Context: an optimization exercise on an open-source flow, tuned for small area, a short achievable clock period and few clock cycles per item. The choices shown serve that exercise and are no tape-out recipe. The RTL was checked by simulation tests, not by an equivalence proof against the original design. Power and IR drop assume default switching activity.

==> design/flow/design.v <==
package dq_pkg;
    localparam int DQ_DMA_WIDTH = 32;
    localparam int DQ_MAX_QWIDTH = 8;
    localparam int DQ_COUNT_WIDTH = 16;
endpackage
`timescale 1ns/1ps
module dq_config (
    input  logic        clk,
    input  logic        rst_n,
    input  logic        activate,
    input  logic [24:0] up_cfg_in,
    input  logic [24:0] down_cfg_in,
    output logic [3:0]  up_bw,
    output logic [3:0]  dn_bw,
    output logic [4:0]  dn_lo,        
    output logic        run
);
    always_ff @(posedge clk or negedge rst_n) begin
        if (!rst_n) begin
            run <= 1'b0;
        end else begin
            run <= activate;
        end
    end
    always_ff @(posedge clk) begin
        up_bw <= up_cfg_in[24:21];
        dn_bw <= down_cfg_in[24:21];
        dn_lo <= 5'd15 - down_cfg_in[20:16];
    end
endmodule
`timescale 1ns/1ps
module bit_extractor (
    input  logic        clk,
    input  logic        run,
    input  logic        activate,
    input  logic [3:0]  bw,          
    input  logic [15:0] num_in,      
    input  logic        in_valid,
    input  logic [31:0] in_data,
    output logic        in_ready,
    output logic        out_valid,
    output logic [7:0]  out_value,
    input  logic        out_ready
);
    logic [31:0] w;
    logic [9:0]  l;
    logic [5:0]  p;
    logic [15:0] rem;        
    logic        f1;         
    logic        f2;         
    logic        rem_nz;
    logic        rem_gt1;
    logic        rem_gt2;
    logic        pop;
    logic        load;
    logic [5:0]  p_pop;      
    logic [5:0]  p_sel;
    logic [5:0]  t2;         
    logic        f2_pop;     
    logic        need_pop;
    logic        need_stay;
    logic [7:0]  mask;
    logic [41:0] win;
    logic [38:0] s32;
    logic [22:0] s16;
    logic [14:0] s8;
    logic [10:0] s4;
    logic [8:0]  s2;
    logic [7:0]  s1;
    assign rem_nz  = (rem != 16'd0);
    assign rem_gt1 = (rem[15:1] != 15'd0);
    assign rem_gt2 = rem_gt1 && (rem != 16'd2);
    assign pop  = rem_nz && !f1 && (!out_valid || out_ready);
    assign load = in_valid && in_ready;
    assign p_pop  = p + {2'd0, bw};
    assign t2     = 6'd42 - {1'b0, bw, 1'b0};
    assign f2_pop = (p_pop > t2);
    assign need_pop  = rem_gt2 ? (f2_pop && p_pop[5]) : (rem_gt1 && f2);
    assign need_stay = rem_gt1 ? (f1 || (f2 && p[5])) : (rem_nz && f1);
    assign p_sel = pop ? p_pop : p;
    always_comb begin
        for (int i = 0; i < 8; i++) mask[i] = (i < bw);
    end
    assign win = {w, l};
    always_comb begin
        for (int i = 0; i < 39; i++) s32[i] = (p[5] && i < 10) ? win[i+32] : win[i];
        for (int i = 0; i < 23; i++) s16[i] = p[4] ? s32[i+16] : s32[i];
        for (int i = 0; i < 15; i++) s8[i]  = p[3] ? s16[i+8]  : s16[i];
        for (int i = 0; i < 11; i++) s4[i]  = p[2] ? s8[i+4]   : s8[i];
        for (int i = 0; i < 9; i++)  s2[i]  = p[1] ? s4[i+2]   : s4[i];
        for (int i = 0; i < 8; i++)  s1[i]  = p[0] ? s2[i+1]   : s2[i];
    end
    always_ff @(posedge clk) begin
        if (!run) begin
            p         <= 6'd42;
            rem       <= num_in;
            f1        <= 1'b1;
            f2        <= 1'b1;
            out_valid <= 1'b0;
            in_ready  <= activate && (num_in != 16'd0);
        end else begin
            p         <= {p_sel[5] && !load, p_sel[4:0]};
            f1        <= !load && (pop ? f2 : f1);
            f2        <= !load && (pop ? f2_pop : f2);
            in_ready  <= activate && !load && (pop ? need_pop : need_stay);
            if (pop) begin
                rem <= rem - 16'd1;
            end
            if (!out_valid || out_ready) begin
                out_valid <= pop;
            end
        end
        if (load) begin
            w <= in_data;
            l <= w[31:22];
        end
        if (pop) begin
            out_value <= s1 & mask;
        end
    end
endmodule
`timescale 1ns/1ps
module dequantizer (
    input  logic [4:0]  scale,       
    input  logic [7:0]  in_value,
    output logic [11:0] out_half     
);
    logic [2:0] pos;
    logic [7:0] norm;
    always_comb begin
        pos = '0;
        for (int i = 0; i < 8; i++) begin
            if (in_value[i]) pos = i[2:0];
        end
        norm = in_value << (3'd7 - pos);
        if (in_value == 8'd0) begin
            out_half = '0;
        end else begin
            out_half = {scale + (5'd15 + {2'd0, pos}), norm[6:0]};
        end
    end
endmodule
`timescale 1ns/1ps
module stream_fifo #(
    parameter int WIDTH = 16
) (
    input  logic             clk,
    input  logic             run,
    input  logic             wr_valid,
    input  logic [WIDTH-1:0] wr_data,
    output logic             wr_ready,
    output logic             rd_valid,
    output logic [WIDTH-1:0] rd_data,
    input  logic             rd_ready
);
    assign wr_ready = !rd_valid || rd_ready;
    always_ff @(posedge clk) begin
        if (!run) begin
            rd_valid <= 1'b0;
        end else if (wr_ready) begin
            rd_valid <= wr_valid;
        end
        if (wr_ready && wr_valid) begin
            rd_data <= wr_data;
        end
    end
endmodule
`timescale 1ns/1ps
module quantizer (
    input  logic [4:0]  lo,          
    input  logic [3:0]  bw,
    input  logic [15:0] in_half,
    output logic        sat,         
    output logic        zero,        
    output logic [7:0]  value        
);
    logic        s;
    logic [4:0]  e;
    logic [10:0] mant;
    logic [5:0]  hi;
    logic [7:0]  hit;
    logic [7:0]  norm;
    assign s    = in_half[15];
    assign e    = in_half[14:10];
    assign mant = {1'b1, in_half[9:0]};
    assign hi   = {1'b0, lo} + {2'd0, bw};
    always_comb begin
        for (int k = 0; k < 8; k++) hit[k] = (e[2:0] == 3'(lo[2:0] + 3'(k)));
        norm = '0;
        for (int k = 0; k < 8; k++) begin
            if (hit[k]) norm = norm | 8'(mant >> (10 - k));
        end
        zero  = s || (e == 5'd0) || (e < lo) || ({1'b0, e} >= hi);
        sat   = !s && (e != 5'd0) && ((e == 5'd31) || ({1'b0, e} >= hi));
        value = norm;
    end
endmodule
`timescale 1ns/1ps
module bit_packer (
    input  logic        clk,
    input  logic        run,
    input  logic        activate,
    input  logic [3:0]  bw,
    input  logic [15:0] num_in,      
    input  logic        in_valid,
    input  logic        in_sat,      
    input  logic        in_zero,     
    input  logic [7:0]  in_value,
    output logic        in_ready,
    output logic        out_valid,
    output logic [32:0] out_beat,
    input  logic        out_ready
);
    logic [15:0] rem;        
    logic [7:0]  qval;       
    logic        qsat;
    logic        qzero;
    logic [7:0]  max;
    logic [7:0]  qv_val;
    logic        qv;
    logic [38:0] acc;
    logic [5:0]  fill;
    logic        rem_nz;
    logic        rem_gt1;
    logic        done;
    logic        word_rdy;
    logic        push;
    logic        move;
    logic        take;
    logic [38:0] ins;
    logic [5:0]  fill_m;     
    logic [5:0]  fill_s;     
    assign rem_nz   = (rem != 16'd0);
    assign rem_gt1  = (rem[15:1] != 15'd0);
    assign done     = !rem_nz && !qv;
    assign word_rdy = fill[5] || (done && (fill != 6'd0));
    assign push     = run && qv && (!fill[5] || !out_valid);
    assign move     = word_rdy && (!out_valid || out_ready);
    assign take     = in_valid && in_ready;
    always_comb begin
        for (int i = 0; i < 8; i++) max[i] = (i < bw);
    end
    assign qv_val = !push ? 8'd0 : qsat ? max : (qzero ? 8'd0 : qval);
    assign ins    = {31'd0, qv_val} << fill[4:0];
    assign fill_m = {1'b0, fill[4:0] & {5{fill[5]}}} + (push ? {2'd0, bw} : 6'd0);
    assign fill_s = fill + (push ? {2'd0, bw} : 6'd0);
    logic [3:0] rdy_n;
    always_comb begin
        for (int k = 0; k < 4; k++) begin
            logic t, r, mv, nz, qvn, ovn;
            logic [5:0] fn;
            t   = k[1];
            r   = k[0];
            mv  = word_rdy && (!out_valid || r);
            nz  = t ? rem_gt1 : rem_nz;
            qvn = t || (qv && !push);
            ovn = mv || (out_valid && !r);
            fn  = mv ? fill_m : fill_s;
            rdy_n[k] = nz && (!qvn || !fn[5] || !ovn);
        end
    end
    always_ff @(posedge clk) begin
        if (!run) begin
            rem       <= num_in;
            qv        <= 1'b0;
            fill      <= '0;
            out_valid <= 1'b0;
            in_ready  <= activate && (num_in != 16'd0);
        end else begin
            if (take) begin
                rem <= rem - 16'd1;
            end
            qv        <= take || (qv && !push);
            fill      <= move ? fill_m : fill_s;
            out_valid <= move || (out_valid && !out_ready);
            in_ready  <= activate && rdy_n[{take, out_ready}];
        end
        acc <= (move || !run) ? ({32'd0, acc[38:32]} | ins) : (acc | ins);
        if (take) begin
            qval <= in_value;
            qsat <= in_sat;
            qzero <= in_zero;
        end
        if (move) begin
            out_beat <= {acc[31:0], done && (!fill[5] || fill == 6'd32)};
        end
    end
endmodule
`timescale 1ns/1ps
module dequant_quant_top (
    input  logic        clk,
    input  logic        rst_n,
    input  logic        activate,
    input  logic [24:0] up_cfg,
    input  logic [24:0] down_cfg,
    input  logic        rcv_valid,
    input  logic [32:0] rcv_beat,
    output logic        rcv_ready,
    output logic        deq_valid,
    output logic [15:0] deq_data,
    input  logic        deq_ready,
    input  logic        q_valid,
    input  logic [15:0] q_data,
    output logic        q_ready,
    output logic        trm_valid,
    output logic [32:0] trm_beat,
    input  logic        trm_ready
);
    logic        run;
    logic [3:0]  up_bw;
    logic [3:0]  dn_bw;
    logic [4:0]  dn_lo;
    logic        qz_sat;
    logic        qz_zero;
    logic        ext_valid;
    logic [7:0]  ext_value;
    logic        ext_ready;
    logic [11:0] dq_half;
    logic [11:0] out_half;
    logic [7:0]  qz_value;
    dq_config cfg0 (
        .clk(clk), .rst_n(rst_n), .activate(activate),
        .up_cfg_in(up_cfg), .down_cfg_in(down_cfg),
        .up_bw(up_bw), .dn_bw(dn_bw), .dn_lo(dn_lo),
        .run(run)
    );
    bit_extractor ext0 (
        .clk(clk), .run(run), .activate(activate), .bw(up_bw), .num_in(up_cfg[15:0]),
        .in_valid(rcv_valid), .in_data(rcv_beat[32:1]), .in_ready(rcv_ready),
        .out_valid(ext_valid), .out_value(ext_value), .out_ready(ext_ready)
    );
    dequantizer deq0 (.scale(up_cfg[20:16]), .in_value(ext_value), .out_half(dq_half));
    stream_fifo #(.WIDTH(12)) up_out (
        .clk(clk), .run(run),
        .wr_valid(ext_valid), .wr_data(dq_half), .wr_ready(ext_ready),
        .rd_valid(deq_valid), .rd_data(out_half), .rd_ready(deq_ready)
    );
    assign deq_data = {1'b0, out_half, 3'b000};
    quantizer qnt0 (.lo(dn_lo), .bw(dn_bw), .in_half(q_data), .sat(qz_sat), .zero(qz_zero), .value(qz_value));
    bit_packer pack0 (
        .clk(clk), .run(run), .activate(activate), .bw(dn_bw), .num_in(down_cfg[15:0]),
        .in_valid(q_valid), .in_sat(qz_sat), .in_zero(qz_zero), .in_value(qz_value), .in_ready(q_ready),
        .out_valid(trm_valid), .out_beat(trm_beat), .out_ready(trm_ready)
    );
endmodule
==> design/flow/flow/run.sh <==
#!/bin/bash
# The standard layout, with buf_1 port buffers, a tighter repair target and
# a clock tree without dummy loads.
export BUFFER_PORTS_ARGS="-buffer_cell sky130_fd_sc_hd__buf_1"
export SETUP_SLACK_MARGIN=6.0
export CTS_ARGS="-sink_clustering_enable -repair_clock_nets -dont_use_dummy_load -buf_list {sky130_fd_sc_hd__clkbuf_4 sky130_fd_sc_hd__clkbuf_8} -sink_clustering_size 20 -sink_clustering_max_diameter 60"
bash standard.sh > standard.log 2>&1
==> design/flow/standard.sh <==
#!/bin/bash
# synth_recipe.tcl (not shown) runs the flow's synth.tcl, then flattens the netlist and writes it again
# the make line also repeats each setting of config.mk as NAME=value (left out here)
make -C /OpenROAD-flow-scripts/flow DESIGN_CONFIG=/design/flow/config.mk WORK_HOME=/design/flow/orfs CLKGATE_MAP_FILE= SYNTH_SCRIPT=/design/flow/synth_recipe.tcl "${@:-finish}"
==> design/flow/config.mk <==
export PLATFORM = sky130hd
export DESIGN_NAME = dequant_quant_top
export DESIGN_NICKNAME = dequant_quant_top
export VERILOG_FILES = /design/flow/design.v
export SDC_FILE = /design/flow/constraint.sdc
export NUM_CORES = 4
export LEC_CHECK = 0
export CAP_MARGIN = 20
export CORE_MARGIN = 2
export CORE_UTILIZATION = 60
export SLEW_MARGIN = 20
export TNS_END_PERCENT = 20
==> design/flow/constraint.sdc <==
create_clock -name core_clock -period 9.0 [get_ports {clk}]
set_input_delay 1.8000 -clock core_clock [delete_from_list [all_inputs] [get_ports {clk}]]
set_output_delay 1.8000 -clock core_clock [all_outputs]
set_load 0.01 [all_outputs]
==> results.sh, run 1 <==
export IMPL_status="complete, no violations"
export IMPL_cp_slowest_cell="nor3b_1"
export IMPL_rows=49
export IMPL_final_common_cell="buf_1"
export IMPL_initialDrtViolationCount=526
export IMPL_crit_path_max_fanout=5
export IMPL_synth_enable_flop_cells=137
export IMPL_die_w_um=139.6
export IMPL_placedCellCount=1332
export IMPL_antenna_found_initial=0
export IMPL_netlist_area_mm2=0.01102
export IMPL_clock_latency_ps=530
export IMPL_portBuffers=150
export IMPL_die_h_um=139.6
export IMPL_cts_tree="yes"
export IMPL_initial_core_util_pct=61.16
export IMPL_clk_path_buf_depth=3
export IMPL_power_density_mw_per_mm2=155.2
export IMPL_wl_um=21810
export IMPL_ys_seq_area_share_pct=50.62
export IMPL_post_route_util_pct=66.35
export IMPL_drt_pass1_iter_count=5
export IMPL_cp_arrival_ps=3400
export IMPL_ir_drop_v=0.0001567
export IMPL_clock_root_buffer="clkbuf_8"
export IMPL_relSlewSlack_pct=31.54
export IMPL_yosys_warnings=35
export IMPL_grt_max_degree=87
export IMPL_synth_ff_type="edfxtp_1"
export IMPL_slew_viol_final=0
export IMPL_p_leak_uw=0.004268
export IMPL_avgSynthCellArea_um2=11.10
export IMPL_crit_type="in2reg"
export IMPL_htreeDepth=1
export IMPL_period_minus_slack_ps=3029
export IMPL_wl_per_cell_um=16.16
export IMPL_path_common_cell="xor2_1"
export IMPL_synthToLayoutAreaGrowth_pct=8.478
export IMPL_core_area_mm2=0.01802
export IMPL_synth_distinct_cells=79
export IMPL_power_uw=1856
export IMPL_grt_pass1_wl_um=36710
export IMPL_dr_total_vias=7899
export IMPL_grt_ovfl_total=0
export IMPL_clock_sinks=210
export IMPL_final_period_utilization_pct=33.66
export IMPL_crit_path_max_incr_delay_ps=450
export IMPL_die_area_mm2=0.01947
export IMPL_io_pins=159
export IMPL_rrSetupSlack_ps=6080
export IMPL_cts_hold_buf=0
export IMPL_multi_input_area_mm2=0.005086
export IMPL_diodes=0
export IMPL_path_cells="buf_1, xor2_1, xor2_1, nor3b_1, a22o_1, a211o_1"
export IMPL_gp_congestion=0.8903
export IMPL_worstMarginPinSlew_ps=1013
export IMPL_fin_nets=1275
export IMPL_post_cts_buffers=0
export IMPL_fin_cells=1350
export IMPL_path_clk_slew_ps=80
export IMPL_setup_violations=0
export IMPL_drc_errors=0
export IMPL_min_path_type="reg2reg"
export IMPL_clock_skew_ps=47.04
export IMPL_endpoint_kind="flop"
export IMPL_ant_nets=0
export IMPL_vias_per_cell=5.851
export IMPL_layout_common_cells="150 x buf_1, 137 x edfxtp_1, 73 x nor2_1"
export IMPL_fillCellCount=1484
export IMPL_maxCapViolCount=0
export IMPL_tns_ps=0
export IMPL_ff_latch_area_mm2=0.005583
export IMPL_cts_made_buffers=17
export IMPL_start_kind="input pin"
export IMPL_rsz0062_at_grt="true"
export IMPL_required_ps=9370
export IMPL_netlist_instances=993
export IMPL_grt_total_usage_pct=22.52
export IMPL_detailed_place_hpwl_um=15650
export IMPL_drive_above_1_share_pct=7.136
export IMPL_ys_ff_latch=210
export IMPL_async_flop_share_pct=0.4762
export IMPL_max_freq_mhz=330.1
export IMPL_hold_violations=0
export IMPL_grt_pass1_vias=7688
[registers in the layout, indices dropped and copies added, names as in the netlist, 4 cells and up]
signal,cells
pack0.acc,39
ext0.w,32
up_out.rd_data,12
pack0.qval,8
cfg0.dn_bw,4
pack0.rem,16
ext0.l,10
pack0.fill,6
cfg0.up_bw,4
cfg0.dn_lo,5
ext0.rem,16
ext0.p,6
ext0.out_value,8
pack0.out_beat,33
[through the flow]
step,cell area (um^2),hold slack (ps),worst slack [ps]
2_1_floorplan,11080,408.0,5844
5_1_grt,11960,452.6,5861
3_5_place_dp,11710,413.1,5276
6_report,11960,430.4,5971
4_1_cts,11960,435.1,5954
3_3_place_gp,11710,412.5,5269
[report_power, final]
part           internal, uW  switching (uW)
sequential             1080            48.0
clock                   171             287
combinational           129             143
total                  1380             479
[cell usage after synthesis, types with 8 or more instances]
cell      count  area share [%]
xnor2_1      34             2.7
nand2b_1     15            0.85
mux2_2       17             1.7
ha_1         43             4.9
mux4_2       18             3.7
a21oi_1      64             2.9
nor4_1       14            0.79
nand2_1      73             2.5
a22oi_1       9            0.61
mux2i_1      33             3.0
nor3_1       21            0.95
edfxtp_1    137              37
clkbuf_1     20            0.68
o21ai_0      34             1.5
o221ai_1     15             1.2
dfxtp_1      72              13
a21o_1       11            0.75
a211oi_1      8            0.54
buf_2         9            0.41
nor2b_1      18             1.0
inv_1        46             1.6
nand3_1      20            0.91
xor2_1       19             1.5
and2_1       18             1.0
nor2_1       73             2.5
a221o_1       8            0.73
[final cells by class]
class                      count  share of cell area, %
multi-input combinational    692                  42.53
tap                          229                  2.396
inverter                      49                  1.538
sequential                   210                  46.68
clock buffer                  17                  1.956
timing repair buffer         153                  4.896
[path summary, 6_finish.rpt]
check / from / to / depth (start not counted)
worst max-delay path: q_data[12] / pack0.qval[0]$_DFFE_PP_ / 6
worst min-delay path: pack0.acc[17]$_DFF_P_ / pack0.out_beat[18]$_DFFE_PP_ / 0
worst max register to register: ext0.p[0]$_SDFFE_PN0P_ / ext0.in_ready$_DFF_P_ / 11
worst min register to register: pack0.acc[17]$_DFF_P_ / pack0.out_beat[18]$_DFFE_PP_ / 0
max in group asynchronous: rst_n / cfg0.run$_DFF_PN0_ / 1
min in group asynchronous: rst_n / cfg0.run$_DFF_PN0_ / 1
[timing repair]
action / 4_1_cts / 5_1_grt
cloned: 1 / 0
setup endpoints to repair: 36 / 41
gates resized for setup: 1 / 2
[critical path: cells and delay by family]
kind                   cells  cell delay, ps
XOR/XNOR                   2             640
AND/OR/NAND/NOR            1             450
AO/OA/AOI/OAI              2             320
buffers and inverters      1             190
[routing by layer]
metal  vias to the layer above  track usage, %  part of all wire (%)  wire (um)
li1                       3952               -                     -          -
met1                      3705           29.74                    44       9598
met2                       210           39.58                    50      10900
met3                        32           2.787                   3.9        841
met4                         0           6.105                   2.2        470
met5                         -               0                     0          0
[cells by family (layout without fill, tap and decap cells)]
family	count (synthesis)	after routing	share of synthesized area, %
XOR/XNOR	53	53	4.211
AO/OA/AOI/OAI	225	225	13.84
buffers and inverters	95	219	3.779
adder cells (fa/ha/maj)	46	46	5.425
AND/OR/NAND/NOR	293	294	13.38
multiplexers	70	70	8.716
other	1	4	0.03402
flip-flops	210	210	50.62
Testbench counts, summed over its fixed seeds: cycles 67,917, items 74,830.
==> inputs of run 2 (changes only) <==
--- a/design/flow/flow/run.sh
+++ b/design/flow/flow/run.sh
@@ -4,3 +4,3 @@
 export BUFFER_PORTS_ARGS="-buffer_cell sky130_fd_sc_hd__buf_1"
-export SETUP_SLACK_MARGIN=6.0
+export SETUP_SLACK_MARGIN=6.2
 export CTS_ARGS="-sink_clustering_enable -repair_clock_nets -dont_use_dummy_load -buf_list {sky130_fd_sc_hd__clkbuf_4 sky130_fd_sc_hd__clkbuf_8} -sink_clustering_size 20 -sink_clustering_max_diameter 60"
==> run 2 against run 1 <==
Still clean. Maximum frequency rose by 6.3%. Core utilization grew 1.1 points. Final cell count up 0.37%. Design area is 1.6% higher. Combinational power increased by 4%. Non-clock buffer count up 4. Sequential power hardly changed. Register-to-register slack better by 260 ps. Sequential cell count stayed put. Clock-buffer cell count unchanged. Largest power group unchanged.
==> results.sh, run 2 <==
export IMPL_slew_viol_final=0
export IMPL_largest_reg_flops=39
export IMPL_netlist_area_leader_share_pct=37.32
export IMPL_ys_ff_latch=210
export IMPL_final_common_cell="buf_1"
export IMPL_critPathTopFamily="flip-flops"
export IMPL_htreeDepth=1
export IMPL_die_area_mm2=0.01947
export IMPL_wl_um=22610
export IMPL_crit_path_max_fanout=1
export IMPL_power_uw=1867
export IMPL_synthToLayoutAreaGrowth_pct=10.21
export IMPL_initial_core_util_pct=61.16
export IMPL_antenna_found_initial=0
export IMPL_portBuffers=150
export IMPL_initialDrtViolationCount=484
export IMPL_path_cells="buf_1"
export IMPL_max_freq_mhz=350.9
export IMPL_ys_seq_area_share_pct=50.62
export IMPL_cts_hold_buf=0
export IMPL_io_pins=159
export IMPL_ant_nets=0
export IMPL_grt_total_usage_pct=23.00
export IMPL_worstMarginPinSlew_ps=926.9
export IMPL_rows=49
export IMPL_clock_sinks=210
export IMPL_netlist_instances=993
export IMPL_grt_pass1_wl_um=37050
export IMPL_synth_enable_flop_cells=137
export IMPL_maxCapViolCount=0
export IMPL_min_path_type="reg2reg"
export IMPL_endpoint_kind="output pin"
export IMPL_rsz0062_at_grt="true"
export IMPL_required_ps=7200
export IMPL_diodes=0
export IMPL_core_area_mm2=0.01802
export IMPL_dr_total_vias=7953
export IMPL_setup_violations=0
export IMPL_synthTopCellsByCount="137 x edfxtp_1, 73 x nand2_1, 73 x nor2_1"
export IMPL_netlist_area_mm2=0.01102
export IMPL_clock_skew_ps=39.03
export IMPL_die_w_um=139.6
export IMPL_drt_pass1_iter_count=5
export IMPL_vias_per_cell=5.869
export IMPL_tns_ps=0
export IMPL_final_period_utilization_pct=31.66
export IMPL_hold_slack_ps=441.3
export IMPL_crit_type="reg2out"
export IMPL_ir_drop_v=0.0001499
export IMPL_cp_slowest_cell="edfxtp_1"
export IMPL_cts_made_buffers=17
export IMPL_hold_violations=0
export IMPL_synth_ff_type="edfxtp_1"
export IMPL_grt_max_degree=69
export IMPL_start_kind="flop"
export IMPL_fillCellCount=1413
export IMPL_relSlewSlack_pct=37.34
export IMPL_drive_above_1_share_pct=10.04
export IMPL_power_density_mw_per_mm2=153.6
export IMPL_placedInstanceArea_mm2=0.01173
export IMPL_cts_tree="yes"
export IMPL_clock_latency_ps=510
export IMPL_synth_distinct_cells=79
export IMPL_crit_buf_inv=1
export IMPL_drc_errors=0
export IMPL_gp_congestion=0.8708
export IMPL_largestRegisters="pack0.acc: 39 flops, pack0.out_beat: 33 flops, ext0.w: 32 flops"
export IMPL_yosys_warnings=35
export IMPL_status="complete, no violations"
export IMPL_crit_path_max_incr_delay_ps=400
export IMPL_clk_path_buf_depth=3
export IMPL_wl_per_cell_um=16.68
export IMPL_cp_arrival_ps=1050
export IMPL_synth_most_common_cell="edfxtp_1"
export IMPL_die_h_um=139.6
export IMPL_avgSynthCellArea_um2=11.10
export IMPL_synth_top_cell_by_area="edfxtp_1"
export IMPL_grt_pass1_vias=7419
export IMPL_async_flop_share_pct=0.4762
export IMPL_grt_ovfl_total=0
export IMPL_layout_common_cells="145 x buf_1, 137 x edfxtp_1, 72 x nor2_1"
export IMPL_p_leak_uw=0.004347
export IMPL_fin_area_mm2=0.01215
export IMPL_synth_area_leaders="edfxtp_1 37%, dfxtp_1 13%, ha_1 4.9%"
export IMPL_path_clk_slew_ps=120
export IMPL_clock_root_buffer="clkbuf_8"
export IMPL_top_register="pack0.acc"
export IMPL_detailed_place_hpwl_um=16010
export IMPL_fin_nets=1280
export IMPL_period_minus_slack_ps=2850
## run 2: cell families (layout without fill, tap and decap cells)
logic type      count (synthesis)  after routing  share of synthesized area (%)
compound gates                225            225                          13.84
other cells                     1              4                        0.03402
simple gates                  293            295                          13.38
buf+inv                        95            223                          3.779
mux                            70             70                          8.716
xor+xnor                       53             53                          4.211
fa+ha+maj                      46             46                          5.425
flops                         210            210                          50.62
## run 2: where the power goes
part	switching, uW	internal (uW)	leakage (uW)
logic	148	135	0.00232
registers	50.9	1080	0.00190
clock network	284	171	0.000122
## run 2: stage by stage
stage / utilization, % / std cells / setup WS, ps
6_report: 67.41 / 1355 / 6150
5_1_grt: 67.41 / 1355 / 6093
4_1_cts: 66.65 / 1351 / 6075
3_5_place_dp: 65.07 / 1332 / 5296
3_3_place_gp: 65.07 / 1332 / 5288
2_1_floorplan: - / 996 / 5844
## run 2: path summary, 6_finish.rpt
path                                        startpoint                      endpoint  slack [ps]  cells after the start
setup reg to reg                ext0.p[0]$_SDFFE_PN0P_         ext0.in_ready$_DFF_P_        6340                     11
hold reg to reg                  pack0.acc[31]$_DFF_P_  pack0.out_beat[32]$_DFFE_PP_         440                      0
setup / recovery           pack0.out_beat[0]$_DFFE_PP_                   trm_beat[0]        6150                      1
hold / removal                   pack0.acc[31]$_DFF_P_  pack0.out_beat[32]$_DFFE_PP_         440                      0
min in group asynchronous                        rst_n            cfg0.run$_DFF_PN0_        1040                      1
max in group asynchronous                        rst_n            cfg0.run$_DFF_PN0_        7850                      1
## run 2: cell type report
type / count / area (um^2) / share of cell area [%]
Tap cell: 229 / 286.5 / 2.358
Multi-Input combinational cell: 693 / 5201 / 42.81
Timing Repair Buffer: 157 / 643.1 / 5.293
Clock buffer: 17 / 234.0 / 1.926
Inverter: 49 / 191.4 / 1.576
Sequential cell: 210 / 5594 / 46.04
## run 2: per-layer routing
metal	share of wire (%)	up-vias	routed length [um]	track usage, %
li1	-	3955	-	-
met2	50	198	11360	40.14
met3	4.2	35	949	2.822
met5	0	-	0	0
met4	2.0	0	452	5.737
met1	44	3765	9847	30.84
## run 2: repair_timing
item / in CTS / in global routing
gates cloned: 2 / 0
setup endpoints to repair: 118 / 137
setup buffers: 0 / 4
pin swaps: 0 / 5
gates resized for setup: 8 / 34
==> inputs of run 3 (changes only) <==
--- a/design/flow/flow/run.sh
+++ b/design/flow/flow/run.sh
@@ -4,3 +4,3 @@
 export BUFFER_PORTS_ARGS="-buffer_cell sky130_fd_sc_hd__buf_1"
-export SETUP_SLACK_MARGIN=6.2
+export SETUP_SLACK_MARGIN=6.3
 export CTS_ARGS="-sink_clustering_enable -repair_clock_nets -dont_use_dummy_load -buf_list {sky130_fd_sc_hd__clkbuf_4 sky130_fd_sc_hd__clkbuf_8} -sink_clustering_size 20 -sink_clustering_max_diameter 60"
==> run 3 against run 2 <==
Still clean. Worst hold slack lost 39 ps. Sequential share of layout area decreased by 0.32 points. Routed wire length is 3.1% higher. Design area grew 0.75%. Register-to-register slack barely moved. Clock-buffer cell count up 1. Final cell count is 0.52% higher. Synthesized cell count is the same. Synthesized area stayed put. Setup slack got worse by 93 ps. Critical endpoint is now trm_beat[16].
==> results.sh, run 3 <==
export IMPL_avgSynthCellArea_um2=11.10
export IMPL_detailed_place_hpwl_um=15940
export IMPL_die_area_mm2=0.01947
export IMPL_synthToLayoutAreaGrowth_pct=11.04
export IMPL_grt_max_degree=68
export IMPL_grt_total_usage_pct=23.67
export IMPL_critPathTopFamily="flip-flops"
export IMPL_largestRegisters="pack0.acc: 39 flops, pack0.out_beat: 33 flops, ext0.w: 32 flops"
export IMPL_period_minus_slack_ps=2943
export IMPL_endpoint_kind="output pin"
export IMPL_top_register="pack0.acc"
export IMPL_worstHoldStart="pack0.acc[14]$_DFF_P_"
export IMPL_core_area_mm2=0.01802
export IMPL_start_kind="flop"
export IMPL_setup_violations=0
export IMPL_synth_top_cell_by_area="edfxtp_1"
export IMPL_grt_pass1_wl_um=38050
export IMPL_path_clk_slew_ps=120
export IMPL_crit_path_max_incr_delay_ps=450
export IMPL_fin_cells=1362
export IMPL_gp_congestion=0.8715
export IMPL_cts_hold_buf=0
export IMPL_min_path_type="reg2reg"
export IMPL_cts_tree="yes"
export IMPL_synth_ff_type="edfxtp_1"
export IMPL_ant_nets=0
export IMPL_final_period_utilization_pct=32.70
export IMPL_drc_errors=0
export IMPL_clock_root_buffer="clkbuf_8"
export IMPL_dr_total_vias=8096
export IMPL_final_common_cell="buf_1"
export IMPL_synth_area_leaders="edfxtp_1 37%, dfxtp_1 13%, ha_1 4.9%"
export IMPL_yosys_warnings=35
export IMPL_clock_skew_ps=48.76
export IMPL_antenna_found_initial=0
export IMPL_r2r_start="pack0.fill[2]$_SDFF_PN0_"
export IMPL_slew_viol_final=0
export IMPL_die_h_um=139.6
export IMPL_clock_latency_ps=530
export IMPL_power_density_mw_per_mm2=153.6
export IMPL_rsz0062_at_grt="true"
export IMPL_wl_per_cell_um=17.12
export IMPL_tns_ps=0
export IMPL_ir_drop_v=0.0001394
export IMPL_vias_per_cell=5.944
export IMPL_initial_core_util_pct=61.16
export IMPL_max_freq_mhz=339.8
export IMPL_clock_sinks=210
export IMPL_rows=49
export IMPL_ys_seq_area_share_pct=50.62
export IMPL_async_flop_share_pct=0.4762
export IMPL_diodes=0
export IMPL_synth_enable_flop_cells=137
export IMPL_synthTopCellsByCount="137 x edfxtp_1, 73 x nand2_1, 73 x nor2_1"
export IMPL_htreeDepth=1
export IMPL_netlist_area_leader_share_pct=37.32
export IMPL_largest_reg_flops=39
export IMPL_hold_slack_ps=402.5
export IMPL_cp_slowest_cell="edfxtp_1"
export IMPL_path_cells="clkbuf_2"
export IMPL_multi_input_area_mm2=0.005209
export IMPL_portBuffers=150
export IMPL_cts_made_buffers=18
export IMPL_maxCapViolCount=0
export IMPL_worstMarginPinSlew_ps=883.4
export IMPL_rrSetupSlack_ps=6350
export IMPL_io_pins=159
export IMPL_p_leak_uw=0.004387
export IMPL_clk_path_buf_depth=3
export IMPL_layout_common_cells="148 x buf_1, 137 x edfxtp_1, 73 x nor2_1"
export IMPL_die_w_um=139.6
export IMPL_ys_ff_latch=210
export IMPL_grt_ovfl_total=0
export IMPL_fin_nets=1287
export IMPL_required_ps=7200
export IMPL_initialDrtViolationCount=507
export IMPL_crit_path_max_fanout=1
export IMPL_crit_end="trm_beat[16]"
export IMPL_wl_um=23320
export IMPL_post_route_util_pct=67.92
export IMPL_drive_above_1_share_pct=10.59
export IMPL_status="complete, no violations"
export IMPL_grt_pass1_vias=7665
export IMPL_synth_most_common_cell="edfxtp_1"
export IMPL_startpoint="pack0.out_beat[16]$_DFFE_PP_"
export IMPL_path_depth=1
export IMPL_r2r_cells=5
export IMPL_synth_distinct_cells=79
export IMPL_crit_type="reg2out"
export IMPL_placedCellCount=1332
export IMPL_ff_latch_area_mm2=0.005597
export IMPL_crit_buf_inv=1
export IMPL_drt_pass1_iter_count=5
export IMPL_cp_arrival_ps=1140
export IMPL_netlist_area_mm2=0.01102
export IMPL_timing_rr_end="pack0.acc[20]$_DFF_P_"
export IMPL_fillCellCount=1476
export IMPL_hold_violations=0
export IMPL_relSlewSlack_pct=40.28
export IMPL_netlist_instances=993
==> run 3: worst min path at each step <==
stage | endpoint | depth (start not counted) | slack [ps]
detailed placement | pack0.out_beat[8]$_DFFE_PP_ | 0 | 420
global route | pack0.out_beat[15]$_DFFE_PP_ | 0 | 410
finish | pack0.out_beat[15]$_DFFE_PP_ | 0 | 400
CTS | pack0.out_beat[15]$_DFFE_PP_ | 0 | 410
global placement | pack0.out_beat[27]$_DFFE_PP_ | 0 | 420
floorplan | pack0.out_beat[2]$_DFFE_PP_ | 0 | 410
==> run 3: final cells by class <==
cell class,count,share of cell area (%)
Clock buffer,18,2.024
Inverter,49,1.564
Tap cell,229,2.341
Multi-Input combinational cell,695,42.55
Timing Repair Buffer,161,5.805
Sequential cell,210,45.72
==> run 3: layer usage <==
| metal | up-vias | share of wire, % | global-route usage (%) |
|---|---|---|---|
| met2 | 277 | 50 | 41.07 |
| met1 | 3795 | 42 | 31.39 |
| met3 | 49 | 5.4 | 2.925 |
| li1 | 3975 | - | - |
| met4 | 0 | 2.9 | 7.158 |
| met5 | - | 0 | 0 |
==> run 3: where the power goes <==
part | leakage (uW) | switching [uW] | internal, uW | total (uW)
clock | 0.000129 | 290 | 180 | 470
sequential | 0.00190 | 50.8 | 1080 | 1130
combinational | 0.00236 | 148 | 133 | 282
==> run 3: cell families after synthesis <==
group | after synthesis | synth area share (%)
AND/OR/NAND/NOR | 293 | 13.38
AO/OA/AOI/OAI | 225 | 13.84
flip-flops | 210 | 50.62
buffers and inverters | 95 | 3.779
multiplexers | 70 | 8.716
XOR/XNOR | 53 | 4.211
adder cells (fa/ha/maj) | 46 | 5.425
other | 1 | 0.03402
==> run 3: through the flow <==
stage                     instance area (um^2)  setup slack (ps)  total power, uW
after floorplan                          11110              5844             1348
after global placement                   11730              4976             1414
after detailed placement                 11730              4941             1422
after CTS                                12160              6091             1892
after global routing                     12240              6005             1970
final                                    12240              6057             1881
==> run 3: timing repair <==
action / in CTS / in global routing
setup endpoints to repair: 125 / 124
setup buffers: 4 / 2
pin swaps: 1 / 2
cloned: 6 / 0
resized for setup: 13 / 24
==> inputs of run 4 (changes only) <==
--- a/design/flow/flow/run.sh
+++ b/design/flow/flow/run.sh
@@ -4,3 +4,3 @@
 export BUFFER_PORTS_ARGS="-buffer_cell sky130_fd_sc_hd__buf_1"
-export SETUP_SLACK_MARGIN=6.3
+export SETUP_SLACK_MARGIN=6.2
 export CTS_ARGS="-sink_clustering_enable -repair_clock_nets -dont_use_dummy_load -buf_list {sky130_fd_sc_hd__clkbuf_4 sky130_fd_sc_hd__clkbuf_8} -sink_clustering_size 20 -sink_clustering_max_diameter 60"
--- a/design/flow/config.mk
+++ b/design/flow/config.mk
@@ -11,2 +11,2 @@
 export SLEW_MARGIN = 20
-export TNS_END_PERCENT = 20
+export TNS_END_PERCENT = 10
==> run 4 against run 3 <==
First-iteration DRC count down 7.3%. Synthesized area did not move. Via count down 1.8%. Final cell count fell by 0.66%. Maximum frequency rose by 2.8%. Design area is 1.2% lower. Clock-buffer cell count fell by 1. Highest routed layer unchanged. Setup slack gained 79 ps. Worst hold slack gained 39 ps. Sequential cell count stayed put. Clock power fell by 3%. Synthesized cell count unchanged.
==> results.sh, run 4 <==
export IMPL_path_common_cell="a21o_1"
export IMPL_grt_ovfl_total=0
export IMPL_netlist_area_leader_share_pct=37.32
export IMPL_relSlewSlack_pct=37.34
export IMPL_p_leak_uw=0.004318
export IMPL_final_common_cell="buf_1"
export IMPL_async_flop_share_pct=0.4762
export IMPL_grt_max_degree=69
export IMPL_clock_skew_ps=41.19
export IMPL_initial_core_util_pct=61.16
export IMPL_synth_adder_area_share_pct=5.425
export IMPL_fin_nets=1278
export IMPL_ir_drop_v=0.0001498
export IMPL_clock_latency_ps=510
export IMPL_period_minus_slack_ps=2864
export IMPL_htreeDepth=1
export IMPL_clk_path_buf_depth=3
export IMPL_status="complete, no violations"
export IMPL_synth_distinct_cells=79
export IMPL_cts_made_buffers=17
export IMPL_synth_compound_area_share_pct=13.83
export IMPL_ant_nets=0
export IMPL_crit_buf_inv=2
export IMPL_clock_root_buffer="clkbuf_8"
export IMPL_fillCellCount=1419
export IMPL_die_w_um=139.6
export IMPL_wl_um=22610
export IMPL_path_cells="buf_1, inv_1, ha_1, nand2b_1, a21o_1, a21o_1, a21o_1, a21oi_1, o221ai_1"
export IMPL_netlist_area_mm2=0.01102
export IMPL_synth_top_family_by_area="compound AO/OA/AOI/OAI gates"
export IMPL_cp_slowest_cell="ha_1"
export IMPL_synth_simple_area_share_pct=13.38
export IMPL_max_freq_mhz=349.2
export IMPL_maxCapViolCount=0
export IMPL_crit_path_max_fanout=3
export IMPL_portBuffers=150
export IMPL_antenna_found_initial=0
export IMPL_endpoint_kind="flop"
export IMPL_post_route_util_pct=67.10
export IMPL_avgSynthCellArea_um2=11.10
export IMPL_rows=49
export IMPL_synth_area_mux_share_pct=8.716
export IMPL_worstMarginPinSlew_ps=926.9
export IMPL_diodes=0
export IMPL_wl_per_cell_um=16.71
export IMPL_setup_violations=0
export IMPL_synth_ff_type="edfxtp_1"
export IMPL_crit_path_max_incr_delay_ps=270
export IMPL_worst_slack_ps=6136
export IMPL_gp_congestion=0.8708
export IMPL_slew_viol_final=0
export IMPL_ys_seq_area_share_pct=50.62
export IMPL_synth_area_leaders="edfxtp_1 37%, dfxtp_1 13%, ha_1 4.9%"
export IMPL_largestRegisters="pack0.acc: 39 flops, pack0.out_beat: 33 flops, ext0.w: 32 flops"
export IMPL_power_uw=1862
export IMPL_die_area_mm2=0.01947
export IMPL_pre_cts_ws_ps=5296
export IMPL_initialDrtViolationCount=470
export IMPL_power_density_mw_per_mm2=154.0
export IMPL_grt_pass1_wl_um=37050
export IMPL_drt_pass1_iter_count=6
export IMPL_hold_violations=0
export IMPL_drc_errors=0
export IMPL_grt_pass1_vias=7419
export IMPL_crit_type="in2reg"
export IMPL_io_pins=159
export IMPL_rsz0062_at_grt="true"
export IMPL_cp_arrival_ps=3090
export IMPL_ys_ff_latch=210
export IMPL_layout_common_cells="148 x buf_1, 137 x edfxtp_1, 72 x nor2_1"
export IMPL_top_register="pack0.acc"
export IMPL_start_kind="input pin"
export IMPL_synth_enable_flop_cells=137
export IMPL_detailed_place_hpwl_um=16010
export IMPL_die_h_um=139.6
export IMPL_grt_total_usage_pct=23.00
export IMPL_required_ps=9230
export IMPL_synth_top_cell_by_area="edfxtp_1"
export IMPL_synthTopCellsByCount="137 x edfxtp_1, 73 x nand2_1, 73 x nor2_1"
export IMPL_clock_sinks=210
export IMPL_drive_above_1_share_pct=9.253
export IMPL_tns_ps=0
export IMPL_dr_total_vias=7951
export IMPL_netlist_instances=993
export IMPL_synth_most_common_cell="edfxtp_1"
export IMPL_final_period_utilization_pct=31.82
export IMPL_path_clk_slew_ps=100
export IMPL_vias_per_cell=5.877
export IMPL_cts_tree="yes"
export IMPL_yosys_warnings=35
export IMPL_largest_reg_flops=39
export IMPL_core_area_mm2=0.01802
export IMPL_critPathTopFamily="compound AO/OA/AOI/OAI gates"
export IMPL_hold_slack_ps=441.3
export IMPL_min_path_type="reg2reg"
export IMPL_synthToLayoutAreaGrowth_pct=9.704
export IMPL_synth_xor_area_share_pct=4.211
-- run 4: cell counts after synthesis --
No cell type changed its count.
-- run 4: logic make-up (layout without fill, tap and decap cells) --
| kind of cell | Yosys count | count (layout) |
|---|---|---|
| and+or+nand+nor | 293 | 295 |
| other | 1 | 4 |
| AOI/OAI and AO/OA | 225 | 225 |
| adders and majority gates | 46 | 46 |
| buffers and inverters | 95 | 221 |
| DFF | 210 | 210 |
| muxes | 70 | 70 |
| xor gates and xnor gates | 53 | 53 |
-- run 4: worst paths after layout --
kind | start | to | slack [ps] | depth (start not counted)
worst max-delay path | q_data[10] | pack0.qzero$_DFFE_PP_ | 6140 | 9
worst min-delay path | pack0.acc[31]$_DFF_P_ | pack0.out_beat[32]$_DFFE_PP_ | 440 | 0
worst max register to register | ext0.p[0]$_SDFFE_PN0P_ | ext0.in_ready$_DFF_P_ | 6330 | 11
worst min register to register | pack0.acc[31]$_DFF_P_ | pack0.out_beat[32]$_DFFE_PP_ | 440 | 0
max in group asynchronous | rst_n | cfg0.run$_DFF_PN0_ | 7850 | 1
min in group asynchronous | rst_n | cfg0.run$_DFF_PN0_ | 1040 | 1
-- run 4: metal layers --
metal / vias to the layer above / global-route usage (%) / share of wire [%]
met4: 0 / 5.737 / 1.8
li1: 3953 / - / -
met1: 3760 / 30.84 / 43
met2: 208 / 40.14 / 51
met5: - / 0 / 0
met3: 30 / 2.822 / 4.2
-- run 4: power breakdown --
| part | total, uW | switching (uW) | leakage [uW] | internal (uW) |
|---|---|---|---|---|
| Sequential | 1130 | 51.0 | 0.00190 | 1080 |
| Combinational | 279 | 147 | 0.00230 | 133 |
| Clock | 454 | 283 | 0.000122 | 171 |
-- run 4: worst reg2reg max path: cells and delay by family (launching register included) --
family / cells / cell delay [ps]
XOR/XNOR: 1 / 110
adder cells (fa/ha/maj): 3 / 980
AND/OR/NAND/NOR: 2 / 220
AO/OA/AOI/OAI: 5 / 860
flip-flops: 1 / 410
-- run 4: final cells by class --
| class | instances | area, um^2 | share of cell area (%) |
|---|---|---|---|
| multi-input cells | 693 | 5172 | 42.77 |
| inverters | 49 | 191.4 | 1.583 |
| well taps | 229 | 286.5 | 2.369 |
| flip-flops and latches | 210 | 5594 | 46.25 |
| clock buffers | 17 | 234.0 | 1.935 |
| repair buffers | 155 | 615.6 | 5.090 |
-- run 4: timing repair --
item                       4_1_cts  5_1_grt
gates cloned                     2        0
buffers inserted                 0        2
hold endpoints to repair         0        0
pin swaps                        0        2
resized for setup                7       24
setup endpoints to repair      118      137
hold buffers                     0        0
-- run 4: per-stage QoR --
| stage | cells | area (um^2) |
|---|---|---|
| 6_report | 1353 | 12090 |
| 3_3_place_gp | 1332 | 11730 |
| 3_5_place_dp | 1332 | 11730 |
| 4_1_cts | 1351 | 12010 |
| 5_1_grt | 1353 | 12090 |
| 2_1_floorplan | 996 | 11110 |
==> inputs of run 5 (changes only) <==
--- a/design/flow/config.mk
+++ b/design/flow/config.mk
@@ -11,2 +11 @@
 export SLEW_MARGIN = 20
-export TNS_END_PERCENT = 10
==> run 5 against run 4 <==
Non-clock buffer count up 6. Combinational power is 7% higher. Sequential cell count unchanged. Sequential share of layout area shrank 1.3 points. First-iteration DRC count up 42%. Global-route usage rose by 1.3 points.
==> results.sh, run 5 <==
export IMPL_grtUsageMet2_pct=40.45
export IMPL_synthToLayoutAreaGrowth_pct=12.95
export IMPL_synth_enable_flop_cells=137
export IMPL_synth_most_common_cell="edfxtp_1"
export IMPL_vias_per_cell=5.989
export IMPL_wl_um=23830
export IMPL_wl_per_cell_um=17.44
export IMPL_cts_hold_buf=0
export IMPL_dr_total_vias=8181
export IMPL_netlist_instances=993
export IMPL_initialDrtViolationCount=669
export IMPL_period_minus_slack_ps=2913
export IMPL_required_ps=7200
export IMPL_htreeDepth=1
export IMPL_clock_root_buffer="clkbuf_8"
export IMPL_ir_drop_v=0.0001407
export IMPL_die_w_um=139.6
export IMPL_grt_max_degree=56
export IMPL_gp_congestion=0.8528
export IMPL_antenna_found_initial=0
export IMPL_ys_seq_area_share_pct=50.62
export IMPL_grt_pass1_vias=7885
export IMPL_fin_nets=1291
export IMPL_die_area_mm2=0.01947
export IMPL_ys_ff_latch=210
export IMPL_crit_path_max_fanout=1
export IMPL_start_kind="flop"
export IMPL_post_route_util_pct=69.08
export IMPL_initial_core_util_pct=61.16
export IMPL_startpoint="pack0.out_beat[30]$_DFFE_PP_"
export IMPL_rsz0062_at_grt="true"
export IMPL_clock_skew_ps=86.77
export IMPL_drt_pass1_iter_count=5
export IMPL_worstHoldStart="pack0.acc[14]$_DFF_P_"
export IMPL_fillCellCount=1432
export IMPL_min_path_type="reg2reg"
export IMPL_critPathTopFamily="flip-flops"
export IMPL_largest_reg_flops=39
export IMPL_p_leak_uw=0.004544
export IMPL_cp_arrival_ps=1110
export IMPL_grt_ovfl_total=0
export IMPL_core_area_mm2=0.01802
export IMPL_power_density_mw_per_mm2=154.7
export IMPL_netlist_area_leader_share_pct=37.32
export IMPL_grt_total_usage_pct=24.27
export IMPL_portBuffers=150
export IMPL_drive_above_1_share_pct=15.92
export IMPL_grt_pass1_wl_um=38960
export IMPL_crit_path_max_incr_delay_ps=400
export IMPL_status="complete, no violations"
export IMPL_rows=49
export IMPL_die_h_um=139.6
export IMPL_path_cells="clkbuf_2"
export IMPL_worstMarginPinSlew_ps=883.1
export IMPL_yosys_warnings=35
export IMPL_netlist_area_mm2=0.01102
export IMPL_synth_top_cell_by_area="edfxtp_1"
export IMPL_final_period_utilization_pct=32.37
export IMPL_fin_area_mm2=0.01245
export IMPL_busiest_layer="met2"
export IMPL_crit_buf_inv=1
export IMPL_cts_tree="yes"
export IMPL_synth_area_leaders="edfxtp_1 37%, dfxtp_1 13%, ha_1 4.9%"
export IMPL_use_met3_pct=3.544
export IMPL_cp_slowest_cell="edfxtp_1"
export IMPL_path_clk_slew_ps=120
export IMPL_setup_violations=0
export IMPL_async_flop_share_pct=0.4762
export IMPL_largestRegisters="pack0.acc: 39 flops, pack0.out_beat: 33 flops, ext0.w: 32 flops"
export IMPL_met1_usage_pct=33.82
export IMPL_diodes=0
export IMPL_final_common_cell="edfxtp_1"
export IMPL_placedInstanceArea_mm2=0.01188
export IMPL_synthTopCellsByCount="137 x edfxtp_1, 73 x nand2_1, 73 x nor2_1"
export IMPL_io_pins=159
export IMPL_detailed_place_hpwl_um=16230
export IMPL_hold_violations=0
export IMPL_drc_errors=0
export IMPL_clock_sinks=210
export IMPL_layout_common_cells="137 x edfxtp_1, 108 x buf_1, 71 x nor2_1"
export IMPL_ant_nets=0
export IMPL_maxCapViolCount=0
export IMPL_relSlewSlack_pct=41.05
export IMPL_slew_viol_final=0
export IMPL_max_freq_mhz=343.3
export IMPL_crit_type="reg2out"
export IMPL_synth_ff_type="edfxtp_1"
export IMPL_r2r_start="ext0.p[5]$_SDFF_PN1_"
export IMPL_clk_path_buf_depth=3
export IMPL_synth_distinct_cells=79
export IMPL_endpoint_kind="output pin"
export IMPL_top_register="pack0.acc"
export IMPL_tns_ps=0
export IMPL_avgSynthCellArea_um2=11.10
export IMPL_clock_latency_ps=570
export IMPL_cts_made_buffers=20
run 5: power breakdown:
group | switching (uW) | total, uW | internal, uW
Clock | 300 | 498 | 198
Sequential | 50.4 | 1130 | 1080
Combinational | 156 | 298 | 142
run 5: stage by stage:
step	hold slack, ps	setup slack (ps)	std cells	total power [uW]
2_1_floorplan	408.0	5844	996	1357
3_3_place_gp	416.4	4867	1331	1426
3_5_place_dp	418.9	4810	1331	1434
4_1_cts	362.2	6063	1359	1929
5_1_grt	376.6	6049	1366	2018
6_report	371.9	6087	1366	1926
run 5: kinds of logic (layout without fill, tap and decap cells):
family	after synthesis	count (layout)	synth area share [%]
xor gates and xnor gates	53	53	4.211
other	1	4	0.03402
and+or+nand+nor	293	297	13.38
muxes	70	70	8.716
adders and majority gates	46	46	5.425
AOI/OAI and AO/OA	225	227	13.84
DFF	210	210	50.62
buffers and inverters	95	230	3.779
run 5: layer usage:
layer | up-vias | wire (um)
li1 | 3998 | -
met1 | 3904 | 10490
met2 | 235 | 11600
met3 | 44 | 1188
met4 | 0 | 554
met5 | - | 0
run 5: repair_timing:
action                     in CTS  in global routing
pin swaps                       1                  7
buffers inserted                3                  6
resized for setup              32                 45
setup endpoints to repair     136                 92
gates cloned                    5                  1
run 5: area by class of cell:
type	instances	area, um^2	share of cell area, %
flip-flops and latches	210	5599	44.97
multi-input cells	697	5340	42.89
repair buffers	161	732.0	5.878
well taps	229	286.5	2.301
clock buffers	20	275.3	2.211
inverters	49	219.0	1.758
run 5: worst reg2reg max path, cell delays in order, from the launching register on:
cell and delay [ps]:
dfxtp_1 740, mux2_2 440, mux4_2 460, mux2_2 270, mux2_2 280, mux2i_1 170
nor2_1 70
run 5: path summary, 6_finish.rpt:
kind | to | slack (ps) | cells past startpoint
max | trm_beat[30] | 6090 | 1
min | pack0.out_beat[15]$_DFFE_PP_ | 370 | 0
max reg2reg | ext0.out_value[7]$_DFFE_PP_ | 6330 | 6
min reg2reg | pack0.out_beat[15]$_DFFE_PP_ | 370 | 0
max in group asynchronous | cfg0.run$_DFF_PN0_ | 7880 | 1
min in group asynchronous | cfg0.run$_DFF_PN0_ | 1010 | 1
==> inputs of run 6 (changes only) <==
==> design/flow/flow/run.sh (replaced) <==
#!/bin/bash
# The standard layout, with buf_1 port buffers, a tighter repair target and
# a clock tree without dummy loads.
export BUFFER_PORTS_ARGS="-buffer_cell sky130_fd_sc_hd__buf_1"
export SETUP_SLACK_MARGIN=6.2
export CTS_ARGS="-sink_clustering_enable -repair_clock_nets -dont_use_dummy_load -buf_list {sky130_fd_sc_hd__clkbuf_4 sky130_fd_sc_hd__clkbuf_8} -sink_clustering_size 18 -sink_clustering_max_diameter 50"
export SKIP_GATE_CLONING=1
bash standard.sh > standard.log 2>&1
--- a/design/flow/config.mk
+++ b/design/flow/config.mk
@@ -11 +11,2 @@
 export SLEW_MARGIN = 20
+export TNS_END_PERCENT = 20
==> run 6 against run 5 <==
Still clean on timing, DRC and antenna. Via count down 2.3%. Register-to-register slack better by 20 ps. Non-clock buffer count up 2. Die area unchanged. Largest cell class unchanged.
==> results.sh, run 6 <==
export IMPL_drc_errors=0
export IMPL_avgSynthCellArea_um2=11.10
export IMPL_worstMarginPinSlew_ps=921.2
export IMPL_required_ps=7200
export IMPL_grt_pass1_vias=7506
export IMPL_status="complete, no violations"
export IMPL_largest_reg_flops=39
export IMPL_r2r_start="ext0.p[4]$_SDFFE_PN0P_"
export IMPL_startpoint="pack0.out_beat[22]$_DFFE_PP_"
export IMPL_grt_max_degree=69
export IMPL_grt_total_usage_pct=23.11
export IMPL_cts_tree="yes"
export IMPL_fin_nets=1290
export IMPL_die_h_um=139.6
export IMPL_cp_arrival_ps=1080
export IMPL_ant_nets=0
export IMPL_clock_sinks=210
export IMPL_synth_ff_type="edfxtp_1"
export IMPL_layout_common_cells="137 x edfxtp_1, 136 x buf_1, 73 x nor2_1"
export IMPL_final_common_cell="edfxtp_1"
export IMPL_path_clk_slew_ps=100
export IMPL_wl_um=22740
export IMPL_period_minus_slack_ps=2884
export IMPL_grt_ovfl_total=0
export IMPL_cp_slowest_cell="edfxtp_1"
export IMPL_synth_enable_flop_cells=137
export IMPL_netlist_area_mm2=0.01102
export IMPL_largestRegisters="pack0.acc: 39 flops, pack0.out_beat: 33 flops, ext0.w: 32 flops"
export IMPL_crit_path_max_fanout=1
export IMPL_crit_type="reg2out"
export IMPL_detailed_place_hpwl_um=16010
export IMPL_power_density_mw_per_mm2=158.3
export IMPL_clock_root_buffer="clkbuf_8"
export IMPL_rsz0062_at_grt="true"
export IMPL_drt_pass1_iter_count=5
export IMPL_die_area_mm2=0.01947
export IMPL_drive_above_1_share_pct=11.44
export IMPL_ff_latch_area_mm2=0.005592
export IMPL_path_depth=1
export IMPL_min_path_type="reg2reg"
export IMPL_relSlewSlack_pct=37.72
export IMPL_wl_per_cell_um=16.66
export IMPL_tns_ps=0
export IMPL_core_area_mm2=0.01802
export IMPL_rrSetupSlack_ps=6350
export IMPL_worst_slack_ps=6116
export IMPL_maxCapViolCount=0
export IMPL_dr_total_vias=7995
export IMPL_vias_per_cell=5.857
export IMPL_critPathTopFamily="flip-flops"
export IMPL_slew_viol_final=0
export IMPL_netlist_area_leader_share_pct=37.32
export IMPL_io_pins=159
export IMPL_top_register="pack0.acc"
export IMPL_synth_distinct_cells=79
export IMPL_synth_top_cell_by_area="edfxtp_1"
export IMPL_ys_seq_area_share_pct=50.62
export IMPL_p_leak_uw=0.004426
export IMPL_multi_input_area_mm2=0.005146
export IMPL_yosys_warnings=35
export IMPL_clock_latency_ps=550
export IMPL_crit_path_max_incr_delay_ps=390
export IMPL_clock_power_share_pct=27.1
export IMPL_synthTopCellsByCount="137 x edfxtp_1, 73 x nand2_1, 73 x nor2_1"
export IMPL_path_cells="clkbuf_2"
export IMPL_timing_rr_end="ext0.out_value[7]$_DFFE_PP_"
export IMPL_endpoint_kind="output pin"
export IMPL_initial_core_util_pct=61.16
export IMPL_synth_area_leaders="edfxtp_1 37%, dfxtp_1 13%, ha_1 4.9%"
export IMPL_diodes=0
export IMPL_switchingPower_uw=496.9
export IMPL_gp_congestion=0.8708
export IMPL_crit_end="trm_beat[22]"
export IMPL_final_period_utilization_pct=32.04
export IMPL_synth_most_common_cell="edfxtp_1"
export IMPL_async_flop_share_pct=0.4762
export IMPL_initialDrtViolationCount=454
export IMPL_grt_pass1_wl_um=37270
export IMPL_crit_buf_inv=1
export IMPL_ys_ff_latch=210
export IMPL_clock_skew_ps=51.99
export IMPL_fillCellCount=1414
export IMPL_p_comb_share_pct=14.7
export IMPL_portBuffers=150
export IMPL_pre_cts_ws_ps=5296
export IMPL_synthToLayoutAreaGrowth_pct=11.05
export IMPL_netlist_instances=993
export IMPL_max_freq_mhz=346.7
export IMPL_antenna_found_initial=0
export IMPL_power_internal_uw=1442
export IMPL_p_seq_share_pct=58.2
export IMPL_hold_violations=0
export IMPL_swShare_pct=25.63
export IMPL_clk_path_buf_depth=3
export IMPL_htreeDepth=1
export IMPL_rows=49
export IMPL_setup_violations=0
export IMPL_start_kind="flop"
export IMPL_r2r_cells=6
export IMPL_cts_made_buffers=23
export IMPL_ir_drop_v=0.0001574
export IMPL_die_w_um=139.6
-- run 6: power groups by stage --
stage / Sequential [uW] / Combinational [uW] / Clock [uW]
floorplan: 1130 / 222 / 0
global placement: 1150 / 266 / 0
detailed placement: 1150 / 272 / 0
CTS: 1130 / 276 / 544
global route: 1140 / 320 / 575
finish: 1130 / 284 / 525
-- run 6: worst register-to-register path, stage by stage (launching register included) --
cell and delay (ps):
dfxtp_1 920, inv_1 360, mux4_2 360, mux2_2 270
mux2_2 280, mux2i_1 160, nor2_1 60
-- run 6: logic make-up (layout without fill, tap and decap cells) --
logic type	after synthesis	in the layout	synth area share, %
AOI/OAI and AO/OA	225	225	13.84
DFF	210	210	50.62
and+or+nand+nor	293	293	13.38
muxes	70	70	8.716
xor gates and xnor gates	53	53	4.211
buffers and inverters	95	235	3.779
adders and majority gates	46	46	5.425
other	1	4	0.03402
-- run 6: how the worst min path moves through the flow --
stage / from / endpoint / depth (start not counted)
global route: pack0.acc[31]$_DFF_P_ / pack0.out_beat[32]$_DFFE_PP_ / 0
detailed placement: pack0.acc[25]$_DFF_P_ / pack0.out_beat[26]$_DFFE_PP_ / 0
CTS: pack0.acc[31]$_DFF_P_ / pack0.out_beat[32]$_DFFE_PP_ / 0
floorplan: pack0.acc[1]$_DFF_P_ / pack0.out_beat[2]$_DFFE_PP_ / 0
global placement: pack0.acc[2]$_DFF_P_ / pack0.out_beat[3]$_DFFE_PP_ / 0
finish: pack0.acc[31]$_DFF_P_ / pack0.out_beat[32]$_DFFE_PP_ / 0
-- run 6: through the flow --
| step | hold WS [ps] | utilization, % | instance area (um^2) | cells | power, uW |
|---|---|---|---|---|---|
| 2_1_floorplan | 408.0 | - | 11110 | 996 | 1348 |
| 3_3_place_gp | 416.0 | 65.07 | 11730 | 1332 | 1415 |
| 3_5_place_dp | 417.8 | 65.07 | 11730 | 1332 | 1422 |
| 4_1_cts | 397.5 | 67.09 | 12090 | 1357 | 1950 |
| 5_1_grt | 418.2 | 67.92 | 12240 | 1365 | 2032 |
| 6_report | 393.3 | 67.92 | 12240 | 1365 | 1939 |
-- run 6: cell type report --
cell class	instances	area share (%)
timing repair buffer	163	5.805
inverter	49	1.564
multi-input combinational	691	42.03
clock buffer	23	2.586
tap	229	2.340
sequential	210	45.67
-- run 6: what timing repair did --
action,4_1_cts,5_1_grt
gates resized for setup,8,34
endpoints found under the setup margin,118,109
hold buffers,0,0
pin swaps,0,4
setup buffers,2,8
-- run 6: routing by layer --
| metal | global-route usage [%] | wire length (um) | up-vias |
|---|---|---|---|
| li1 | - | - | 3978 |
| met1 | 30.74 | 9767 | 3762 |
| met2 | 40.56 | 11450 | 219 |
| met3 | 3.063 | 1063 | 36 |
| met4 | 5.579 | 466 | 0 |
| met5 | 0 | 0 | - |
==> inputs of run 7 (changes only) <==
--- a/design/flow/flow/run.sh
+++ b/design/flow/flow/run.sh
@@ -6,3 +6,2 @@
 export CTS_ARGS="-sink_clustering_enable -repair_clock_nets -dont_use_dummy_load -buf_list {sky130_fd_sc_hd__clkbuf_4 sky130_fd_sc_hd__clkbuf_8} -sink_clustering_size 18 -sink_clustering_max_diameter 50"
-export SKIP_GATE_CLONING=1
 bash standard.sh > standard.log 2>&1
==> run 7 against run 6 <==
Synthesized area is the same. Sequential share of layout area grew 0.12 points. Synthesized cell count is the same. Sequential power is essentially flat. Core utilization shrank 0.15 points. Clock-buffer cell count is the same. Combinational power is essentially flat. Routed wire length grew 0.29%. Maximum frequency is essentially flat. Critical endpoint is now trm_beat[29]. Largest power group unchanged.
==> results.sh, run 7 <==
export IMPL_multi_input_area_mm2=0.005170
export IMPL_grt_ovfl_total=0
export IMPL_die_w_um=139.6
export IMPL_ys_seq_area_share_pct=50.62
export IMPL_synth_distinct_cells=79
export IMPL_yosys_warnings=35
export IMPL_clock_skew_ps=53.01
export IMPL_netlist_area_leader_share_pct=37.32
export IMPL_layout_common_cells="137 x edfxtp_1, 137 x buf_1, 73 x nor2_1"
export IMPL_largest_reg_flops=39
export IMPL_synthToLayoutAreaGrowth_pct=10.80
export IMPL_grt_pass1_wl_um=37390
export IMPL_swShare_pct=25.62
export IMPL_relSlewSlack_pct=37.72
export IMPL_io_pins=159
export IMPL_rows=49
export IMPL_top_register="pack0.acc"
export IMPL_clock_latency_ps=550
export IMPL_clock_power_share_pct=27.1
export IMPL_required_ps=7200
export IMPL_post_route_util_pct=67.77
export IMPL_synth_ff_type="edfxtp_1"
export IMPL_rsz0062_at_grt="true"
export IMPL_path_clk_slew_ps=100
export IMPL_htreeDepth=1
export IMPL_crit_path_max_incr_delay_ps=390
export IMPL_clock_sinks=210
export IMPL_avgSynthCellArea_um2=11.10
export IMPL_hold_violations=0
export IMPL_grt_pass1_vias=7521
export IMPL_die_area_mm2=0.01947
export IMPL_pre_cts_ws_ps=5296
export IMPL_p_comb_share_pct=14.6
export IMPL_netlist_instances=993
export IMPL_endpoint_kind="output pin"
export IMPL_drive_above_1_share_pct=11.04
export IMPL_ant_nets=0
export IMPL_netlist_area_mm2=0.01102
export IMPL_ir_drop_v=0.0001583
export IMPL_portBuffers=150
export IMPL_switchingPower_uw=496.1
export IMPL_die_h_um=139.6
export IMPL_initial_core_util_pct=61.16
export IMPL_drt_pass1_iter_count=6
export IMPL_start_kind="flop"
export IMPL_cts_tree="yes"
export IMPL_synth_most_common_cell="edfxtp_1"
export IMPL_status="complete, no violations"
export IMPL_p_leak_uw=0.004404
export IMPL_critPathTopFamily="flip-flops"
export IMPL_cp_arrival_ps=1080
export IMPL_ys_ff_latch=210
export IMPL_diodes=0
export IMPL_synth_top_cell_by_area="edfxtp_1"
export IMPL_fin_nets=1286
export IMPL_slew_viol_final=0
export IMPL_wl_um=22810
export IMPL_final_period_utilization_pct=32.03
export IMPL_crit_path_max_fanout=1
export IMPL_synth_area_leaders="edfxtp_1 37%, dfxtp_1 13%, ha_1 4.9%"
export IMPL_gp_congestion=0.8708
export IMPL_largestRegisters="pack0.acc: 39 flops, pack0.out_beat: 33 flops, ext0.w: 32 flops"
export IMPL_wl_per_cell_um=16.76
export IMPL_synthTopCellsByCount="137 x edfxtp_1, 73 x nand2_1, 73 x nor2_1"
export IMPL_min_path_type="reg2reg"
export IMPL_crit_buf_inv=1
export IMPL_worstMarginPinSlew_ps=921.2
export IMPL_worst_slack_ps=6117
export IMPL_power_internal_uw=1440
export IMPL_antenna_found_initial=0
export IMPL_cp_slowest_cell="edfxtp_1"
export IMPL_grt_max_degree=69
export IMPL_synth_enable_flop_cells=137
export IMPL_cts_made_buffers=23
export IMPL_period_minus_slack_ps=2883
export IMPL_vias_per_cell=5.902
export IMPL_grt_total_usage_pct=23.21
export IMPL_crit_type="reg2out"
export IMPL_p_seq_share_pct=58.4
export IMPL_max_freq_mhz=346.9
export IMPL_path_cells="clkbuf_2"
export IMPL_drc_errors=0
export IMPL_async_flop_share_pct=0.4762
export IMPL_ff_latch_area_mm2=0.005594
export IMPL_setup_violations=0
export IMPL_clock_root_buffer="clkbuf_8"
export IMPL_maxCapViolCount=0
export IMPL_core_area_mm2=0.01802
export IMPL_initialDrtViolationCount=487
export IMPL_dr_total_vias=8032
export IMPL_detailed_place_hpwl_um=16010
export IMPL_tns_ps=0
export IMPL_fillCellCount=1422
export IMPL_power_density_mw_per_mm2=158.5
export IMPL_clk_path_buf_depth=3
[run 7: power by group through the flow]
stage / combinational, uW / sequential, uW / clock (uW)
finish: 282 / 1130 / 524
global placement: 266 / 1150 / 0
CTS: 276 / 1130 / 544
detailed placement: 272 / 1150 / 0
global route: 317 / 1140 / 575
floorplan: 222 / 1130 / 0
[run 7: worst paths after layout]
check	slack, ps	endpoint	depth (start not counted)	start
min reg2reg	400	pack0.out_beat[32]$_DFFE_PP_	0	pack0.acc[31]$_DFF_P_
max in group asynchronous	7880	cfg0.run$_DFF_PN0_	1	rst_n
max	6120	trm_beat[29]	1	pack0.out_beat[29]$_DFFE_PP_
max reg2reg	6350	ext0.out_value[7]$_DFFE_PP_	6	ext0.p[4]$_SDFFE_PN0P_
min in group asynchronous	1010	cfg0.run$_DFF_PN0_	1	rst_n
min	400	pack0.out_beat[32]$_DFFE_PP_	0	pack0.acc[31]$_DFF_P_
[run 7: cells by family (layout without fill, tap and decap cells)]
| family | count (synthesis) | after routing | synth area share, % |
|---|---|---|---|
| multiplexers | 70 | 70 | 8.716 |
| XOR/XNOR | 53 | 53 | 4.211 |
| other | 1 | 4 | 0.03402 |
| AO/OA/AOI/OAI | 225 | 225 | 13.84 |
| AND/OR/NAND/NOR | 293 | 295 | 13.38 |
| buffers and inverters | 95 | 229 | 3.779 |
| flip-flops | 210 | 210 | 50.62 |
| adder cells (fa/ha/maj) | 46 | 46 | 5.425 |
[run 7: final cells by class]
| class | count | share of cell area (%) |
|---|---|---|
| clock buffer | 23 | 2.591 |
| inverter | 49 | 1.567 |
| multi-input combinational | 693 | 42.32 |
| sequential | 210 | 45.80 |
| tap | 229 | 2.346 |
| timing repair buffer | 157 | 5.377 |
[run 7: per-layer routing]
layer	share of wire, %	wire length [um]	vias up	GRT usage (%)
met5	0	0	-	0
met4	1.9	444	0	5.474
met3	4.7	1070	37	3.166
met2	50	11500	221	40.84
met1	43	9792	3796	30.78
li1	-	-	3978	-
[run 7: per-stage QoR]
step / total power (uW) / hold slack (ps) / std cells / area [um^2]
floorplan: 1348 / 408.0 / 996 / 11110
global placement: 1415 / 416.0 / 1332 / 11730
detailed placement: 1422 / 417.8 / 1332 / 11730
CTS: 1950 / 397.5 / 1357 / 12100
global route: 2030 / 418.2 / 1361 / 12220
finish: 1936 / 397.1 / 1361 / 12220
[run 7: timing repair]
item | in CTS | in global routing
pin swaps | 0 | 4
hold buffers | 0 | 0
hold endpoints to repair | 0 | 0
endpoints found under the setup margin | 118 | 131
gates cloned | 2 | 0
buffers inserted | 0 | 4
resized for setup | 9 | 38

==> separate check: timing with driven ports <==
In the flow no input, the clock included, has a driving cell. The finished layouts below were timed again as built, in two steps. Step 1 assumes that a clkbuf_16 drives the clock port and a buf_2 every other input. Step 2 also shifts input and output timing later by t, the mid clock arrival at the registers, as if the neighbouring blocks saw the same clock. a / b / c = ideal / step 1 / step 2; a / b = the first two.
| run | shift t [ns] | setup WS [ns] | worst slew at a driven data input, ns |
|---|---|---|---|
| run 1 | 0.547 | 5.971 / 5.990 / 5.443 | 0.04 |
| run 2 | 0.534 | 6.150 / 6.106 / 5.663 | 0.04 |
| run 3 | 0.549 | 6.057 / 6.018 / 5.580 | 0.04 |
| run 4 | 0.534 | 6.136 / 6.094 / 5.623 | 0.04 |
| run 5 | 0.568 | 6.087 / 6.045 / 5.660 | 0.06 |
| run 6 | 0.567 | 6.116 / 6.075 / 5.632 | 0.04 |
| run 7 | 0.567 | 6.117 / 6.073 / 5.629 | 0.04 |
After both steps setup and hold are still met in every run listed. For run 1, which loses most, drivers alone change the setup slack by +0.019 ns; drivers and shift together by -0.528 ns.
